Source: an optimization exercise on an open RTL-to-GDS flow (aim: small area, a short achievable clock period and few clock cycles). Production flows keep margins and buffers that such runs may drop.
The RTL was checked by simulation tests, not by an equivalence proof against the original design.
No activity file was given, so power comes from the tool's default toggle rates.

==> try-amber <==
// mips_cpu_muldiv
module mips_cpu_muldiv (
  input  logic        clk,
  input  logic        rst,
  input  logic        start,
  input  logic [2:0]  op,
  input  logic [31:0] a,
  input  logic [31:0] b,
  input  logic        flush,
  output logic        busy,
  output logic        done,
  output logic        div_by_zero,
  output logic [31:0] hi,
  output logic [31:0] lo
);
export LEC_CHECK = 0
export ABC_CLOCK_PERIOD_IN_PS = 3000
export CAP_MARGIN = 30
export CORE_MARGIN = 2
export CORE_UTILIZATION = 50
export PLACE_DENSITY = 0.65
export SETUP_SLACK_MARGIN = 5
export SLEW_MARGIN = 30
create_clock -name core_clock -period 11.0 [get_ports {clk}]
standard.sh (not shown) runs the stock make flow with config.mk's settings and CLKGATE_MAP_FILE= SYNTH_SCRIPT=/design/flow/synth_recipe.tcl, a recipe that flattens the netlist after the stock synthesis.
==> flow/flow/run.sh <==
#!/bin/bash
# The standard layout (standard synthesis, floorplan, placement, CTS, routing), with two
# changes to how it is made: every port still gets its own buffer, but a sky130 buf_2 rather
# than the delay buffer buffer_ports picks by default, and timing repair may resize a cell to
# any footprint. make's full output goes to standard.log in this folder; each ORFS step also
# keeps its own log under orfs/logs/.
set -euo pipefail
bash standard.sh "BUFFER_PORTS_ARGS=-buffer_cell sky130_fd_sc_hd__buf_2" MATCH_CELL_FOOTPRINT=0 finish \
  > standard.log 2>&1
==> inputs of try-xenon, as changes to try-amber <==
--- a/flow/design.v
+++ b/flow/design.v
@@ -118,20 +118,20 @@
   logic        sa_q, sb_q, dsub_q, last_q;
   logic [5:0]  cnt_q;
   logic [35:0] x_q, y_q;
   logic [63:0] p_q;
   logic [31:0] hi_q, lo_q;
-  logic [5:0]  bc_q;           
-  function automatic logic [5:0] booth2(input logic [4:0] w);
-    logic [5:0] r;
-    r[5] = w[4];
-    r[4] = (w[4] & ~w[3] & ~w[2]) | (~w[4] & w[3] & w[2]);
-    r[3] = w[3] ^ w[2];
-    r[2] = w[2];
-    r[1] = (w[2] & ~w[1] & ~w[0]) | (~w[2] & w[1] & w[0]);
-    r[0] = w[1] ^ w[0];
-    booth2 = r;
+  logic [11:0] bc_q;           
+  logic [4:0]  ptr_q;          
+  function automatic logic [11:0] booth4(input logic [8:0] w);
+    logic [11:0] r;
+    for (int i = 0; i < 4; i++) begin
+      r[3*i+2] = w[2*i+2];
+      r[3*i+1] = (w[2*i+2] & ~w[2*i+1] & ~w[2*i]) | (~w[2*i+2] & w[2*i+1] & w[2*i]);
+      r[3*i]   = w[2*i+1] ^ w[2*i];
+    end
+    booth4 = r;
   endfunction
   logic        accept, sgn_in, mul_in;
   logic [35:0] a_ext, b_ext;
   assign accept = start & ~flush & ~busy_q;
   assign sgn_in = (bus_op == MULT) | (bus_op == DIV);
@@ -141,38 +141,40 @@
   logic [30:0] eqa_s, eqb_s, eqa_u, eqb_u;
   assign eqa_s = ~(a[30:0] ^ {31{a[31]}});
   assign eqb_s = ~(b[30:0] ^ {31{b[31]}});
   assign eqa_u = ~a[30:0];
   assign eqb_u = ~b[30:0];
-  logic [8:1]  ta_s, tb_s, ta_u, tb_u, ta, tb, tm;
-  logic [8:0]  hm;             
+  logic [4:1]  ta_s, tb_s, ta_u, tb_u, ta, tb, tm;
+  logic [4:0]  hm;             
   logic        swap;
-  logic [35:0] mpl, mcd, ynorm;
-  logic [3:0]  jm;
+  logic [35:0] mpl, mcd;
   assign ta_s[1] = 1'b1;
   assign tb_s[1] = 1'b1;
   assign ta_u[1] = ~a[31];
   assign tb_u[1] = ~b[31];
-  for (genvar j = 2; j <= 8; j++) begin : g_therm
-    assign ta_s[j] = &eqa_s[30:35-4*j];
-    assign tb_s[j] = &eqb_s[30:35-4*j];
-    assign ta_u[j] = ~a[31] & (&eqa_u[30:35-4*j]);
-    assign tb_u[j] = ~b[31] & (&eqb_u[30:35-4*j]);
+  for (genvar j = 2; j <= 4; j++) begin : g_therm
+    assign ta_s[j] = &eqa_s[30:39-8*j];
+    assign tb_s[j] = &eqb_s[30:39-8*j];
+    assign ta_u[j] = ~a[31] & (&eqa_u[30:39-8*j]);
+    assign tb_u[j] = ~b[31] & (&eqb_u[30:39-8*j]);
   end
   assign ta   = sgn_in ? ta_s : ta_u;
   assign tb   = sgn_in ? tb_s : tb_u;
   assign swap = |(ta & ~tb);                     
   assign tm   = swap ? ta : tb;
-  assign hm   = {tm[8], tm[7:1] & ~tm[8:2], ~tm[1]};
+  assign hm   = {tm[4], tm[3:1] & ~tm[4:2], ~tm[1]};
   assign mpl  = swap ? a_ext : b_ext;
   assign mcd  = swap ? b_ext : a_ext;
-  always_comb begin
-    ynorm = 36'd0;
-    for (int j = 0; j <= 8; j++)
-      ynorm = ynorm | ({36{hm[j]}} & (mpl << (4 * j)));
-  end
-  assign jm = {hm[8], |hm[7:4], hm[7] | hm[6] | hm[3] | hm[2], hm[7] | hm[5] | hm[3] | hm[1]};
+  function automatic logic [8:0] window(input logic [35:0] y, input logic [4:0] k);
+    logic [40:0] yp;
+    logic [8:0]  w;
+    yp = {{4{y[35]}}, y, 1'b0};
+    w  = 9'd0;
+    for (int j = 0; j <= 4; j++)
+      w = w | ({9{k[j]}} & yp[40-8*j -: 9]);
+    window = w;
+  endfunction
   logic [30:0] wa_s, wb_s, wa_u, wb_u;
   logic [31:0] wa, wb, wa1;
   logic        div_early;
   mips_cpu_muldiv_orpre #(.W(31)) u_was (.v(~eqa_s), .w(wa_s));
   mips_cpu_muldiv_orpre #(.W(31)) u_wbs (.v(~eqb_s), .w(wb_s));
@@ -188,37 +190,59 @@
   mips_cpu_muldiv_cls u_cls_a (.v(p_q[35:0]), .n(ca));
   mips_cpu_muldiv_cls u_cls_b (.v(x_q), .n(cb));
   assign s_full = {1'b0, cb} - {1'b0, ca} + {6'd0, sa_q};
   assign s_div  = (s_full[5:0] > 6'd31) ? 5'd31 : (s_full[4:0] | 5'd1);
   logic        dset, miter, diter;
-  logic [63:0] xs, xh, m1, m0, t1, t2, t3, cs_s, cs_c, sum;
+  logic [45:0] xs, xh, t1, t2, t3, t4, t5, s1, c1, s2, c2, s3, c3, sum;
+  logic [45:0] row [4];
+  logic [19:0] up, up_inc, up_dec, up_new;
+  logic [63:0] p_new;
   assign dset  = ph_q[0];
   assign miter = ph_q[1];
   assign diter = ph_q[2];
-  assign xs    = {{28{x_q[35]}}, x_q};
-  assign xh    = {{29{x_q[35]}}, x_q[35:1]};
-  assign m1 = bc_q[3] ? xs : (bc_q[4] ? {xs[62:0], 1'b0} : 64'd0);
-  assign m0 = bc_q[0] ? xs : (bc_q[1] ? {xs[62:0], 1'b0} : 64'd0);
-  assign t1 = miter ? {p_q[59:0], 1'b0, bc_q[5], 2'b00} : p_q;
-  assign t2 = miter ? {(bc_q[5] ? ~m1[61:0] : m1[61:0]), 2'b00} :
-              diter ? (dsub_q ? ~xh : xh) : 64'd0;
-  assign t3 = miter ? (bc_q[2] ? ~m0 : m0) :
-              diter ? (dsub_q ? ~xs : xs) : {64{dset & sa_q}};
-  assign cs_s = t1 ^ t2 ^ t3;
-  assign cs_c = {((t1[62:0] & t2[62:0]) | (t1[62:0] & t3[62:0]) | (t2[62:0] & t3[62:0])),
-                 miter ? bc_q[2] : diter ? dsub_q : (~dset & sa_q)};
-  mips_cpu_muldiv_add #(.W(64)) u_add (.a(cs_s), .b(cs_c), .ci(diter & dsub_q), .s(sum));
+  assign xs    = {{10{x_q[35]}}, x_q};
+  assign xh    = {{11{x_q[35]}}, x_q[35:1]};
+  for (genvar i = 0; i < 4; i++) begin : g_row
+    logic [45:0] m;
+    assign m = bc_q[3*i] ? xs : (bc_q[3*i+1] ? {xs[44:0], 1'b0} : 46'd0);
+    if (i == 0) begin : g_r0
+      assign row[i] = bc_q[3*i+2] ? ~m : m;
+    end else begin : g_ri
+      assign row[i] = {(bc_q[3*i+2] ? ~m[45-2*i:0] : m[45-2*i:0]), {(2*i){1'b0}}};
+    end
+  end
+  assign t1 = miter ? {2'b00, p_q[35:0], 1'b0, bc_q[11], 1'b0, bc_q[8], 1'b0, bc_q[5], 1'b0, bc_q[2]}
+                    : {{10{p_q[35]}}, p_q[35:0]};
+  assign t2 = miter ? row[3] : diter ? (dsub_q ? ~xh : xh) : 46'd0;
+  assign t3 = miter ? row[2] : diter ? (dsub_q ? ~xs : xs) : {46{dset & sa_q}};
+  assign t4 = miter ? row[1] : 46'd0;
+  assign t5 = miter ? row[0] : 46'd0;
+  assign s1 = t1 ^ t2 ^ t3;
+  assign c1 = {((t1[44:0] & t2[44:0]) | (t1[44:0] & t3[44:0]) | (t2[44:0] & t3[44:0])),
+               diter ? dsub_q : (~miter & ~dset & sa_q)};
+  assign s2 = s1 ^ c1 ^ t4;
+  assign c2 = {((s1[44:0] & c1[44:0]) | (s1[44:0] & t4[44:0]) | (c1[44:0] & t4[44:0])), 1'b0};
+  assign s3 = s2 ^ c2 ^ t5;
+  assign c3 = {((s2[44:0] & c2[44:0]) | (s2[44:0] & t5[44:0]) | (c2[44:0] & t5[44:0])), 1'b0};
+  mips_cpu_muldiv_add #(.W(46)) u_add (.a(s3), .b(c3), .ci(diter & dsub_q), .s(sum));
+  assign up     = p_q[55:36];
+  assign up_inc = up + 20'd1;
+  assign up_dec = up - 20'd1;
+  assign up_new = sum[45] ? up_dec : (sum[44] ? up_inc : up);
+  assign p_new  = {up_new, sum[43:0]};
   logic [35:0] u1, u2, rnew;
-  logic        acc1, acc2, acc3;
+  logic        acc1, acc2, acc3, qb1, qb0;
   mips_cpu_muldiv_add #(.W(36)) u_add1 (.a(p_q[35:0]), .b(dsub_q ? ~xh[35:0] : xh[35:0]),
                                         .ci(dsub_q), .s(u1));
   mips_cpu_muldiv_add #(.W(36)) u_add2 (.a(p_q[35:0]), .b(dsub_q ? ~x_q : x_q),
                                         .ci(dsub_q), .s(u2));
   assign acc1 = (u1[35] == sa_q);
   assign acc2 = (u2[35] == sa_q);
   assign acc3 = (sum[35] == sa_q);
   assign rnew = acc3 ? sum[35:0] : acc2 ? u2 : acc1 ? u1 : p_q[35:0];
+  assign qb1  = acc2 | acc3;
+  assign qb0  = acc3 | (acc1 & ~acc2);
   logic [31:0] qneg;
   assign qneg = -y_q[31:0];
   always_ff @(posedge clk) begin
     if (rst) begin
       busy_q <= 1'b0;
@@ -250,11 +274,17 @@
         end
       end else if (flush) begin
         busy_q <= 1'b0;
       end else begin
         if (miter && last_q) begin
-          {hi_q, lo_q} <= sum;
+          {hi_q, lo_q} <= p_new;
+          done_q <= 1'b1;
+          busy_q <= 1'b0;
+        end
+        if (diter && last_q && !sa_q && !sb_q) begin
+          hi_q   <= rnew[31:0];
+          lo_q   <= {y_q[29:0], qb1, qb0};
           done_q <= 1'b1;
           busy_q <= 1'b0;
         end
         if (ph_q[3]) begin
           hi_q   <= sum[31:0];
@@ -271,39 +301,38 @@
       sb_q   <= b_ext[35];
       dsub_q <= (a_ext[35] == b_ext[35]);
       if (mul_in) begin
         ph_q   <= PH_MITER;
         x_q    <= mcd;
-        y_q    <= ynorm;
-        bc_q   <= booth2(ynorm[35:31]);
+        y_q    <= mpl;
+        bc_q   <= booth4(window(mpl, hm));
+        ptr_q  <= hm;
         p_q    <= 64'd0;
-        cnt_q  <= {2'b0, jm};
-        last_q <= hm[8];
+        last_q <= hm[4];
       end else begin
         ph_q   <= PH_DSET;
         x_q    <= b_ext;
         p_q    <= {{28{a_ext[35]}}, a_ext};
       end
     end else begin
       if (dset) begin
         ph_q   <= PH_DITER;
         x_q    <= x_q << s_div;
         y_q    <= 36'd0;
-        p_q    <= sum;
+        p_q[35:0] <= sum[35:0];
         cnt_q  <= {2'b11, ~s_div[4:1]};
         last_q <= s_div[4:1] == 4'd0;
       end
       if (miter) begin
-        p_q    <= sum;
-        y_q    <= {y_q[31:0], 4'd0};
-        bc_q   <= booth2(y_q[31:27]);
-        cnt_q  <= cnt_q + 6'd1;
-        last_q <= cnt_q == 6'd7;
+        p_q    <= p_new;
+        bc_q   <= booth4(window(y_q, {ptr_q[3:0], 1'b0}));
+        ptr_q  <= {ptr_q[3:0], 1'b0};
+        last_q <= ptr_q[3];
       end
       if (diter) begin
         p_q[35:0] <= rnew;
-        y_q    <= {y_q[33:0], acc2 | acc3, acc3 | (acc1 & ~acc2)};
+        y_q    <= {y_q[33:0], qb1, qb0};
         x_q    <= {{2{x_q[35]}}, x_q[35:2]};
         cnt_q  <= cnt_q + 6'd1;
         last_q <= cnt_q == 6'd62;
         if (last_q) ph_q <= PH_DFIN;
       end
CORE_UTILIZATION = 40   (was 50)
PLACE_DENSITY = not set   (was 0.65)
==> run summary <==
metric                                                                try-amber    try-xenon
Routed vias/inst                                                          7.018        6.781
Post-synthesis compound-gate area fraction                               28.23%       25.84%
Layout clock area frac                                                   2.577%       2.053%
Die boundary height                                                    247.8 µm     288.3 µm
Status                                         no timing/DRC/antenna violations  no timing/DRC/antenna violations
Netlist area before placement                                       0.02973 mm²  0.03234 mm²
Num Clock Sinks                                                             219          221
Clock net power                                                      0.000910 W   0.000907 W
Area added between synthesis and finish                                  14.82%       27.00%
Non-Clock Buffer Area Fraction                                           7.639%       11.37%
Routed length on met1                                                  51.86 mm     58.25 mm
Worst hold-check slack                                                0.4497 ns    0.4584 ns
Cts bufs inserted                                                            26           25
Post-Synth Simple-Gate Area                                              19.49%       19.18%
Filler cells                                                               5485         7431
Total of flip-flops plus latches after synthesis                            219          221
Cell total after placement                                                 4492         5091
Register clock-pin slew on the reported worst setup and hold paths      0.06 ns      0.07 ns
Summed area of non-filler cells in the final layout                 0.03413 mm²  0.04107 mm²
Ratio of cells with drive above 1 in the final layout                    16.23%       23.36%
Testbench counts of try-amber, summed over its fixed seeds: cycles 66,624.
Testbench counts of try-xenon, summed over its fixed seeds: cycles 51,344.

## re-timing with driven ports
The results above use ideal ports. As a check the final layouts listed here were re-extracted and re-timed, cells and wires unchanged. Step 1 sets driving cells, clkbuf_16 on the clock port and buf_2 on the other inputs (assumed; they add their load-dependent delay and slew). Step 2 adds t to the input delays and takes it off the output delays; t is the mean of the earliest and latest rising clock arrival at the registers after step 1. Input paths then give back, and output paths get back, about the clock's delay inside the block. Three values: ideal ports, drivers, drivers and shift; two values: the first two.
run	t, ns	setup WS [ns]	worst data-port slew with drivers (ns)
try-amber	0.613	4.953 / 4.953 / 4.394	0.07
try-xenon	0.645	4.424 / 4.424 / 4.292	0.05
After both steps every run listed still meets setup and hold. For try-amber, which loses most, drivers alone change the setup slack by 0.000 ns; drivers and shift together by -0.559 ns.
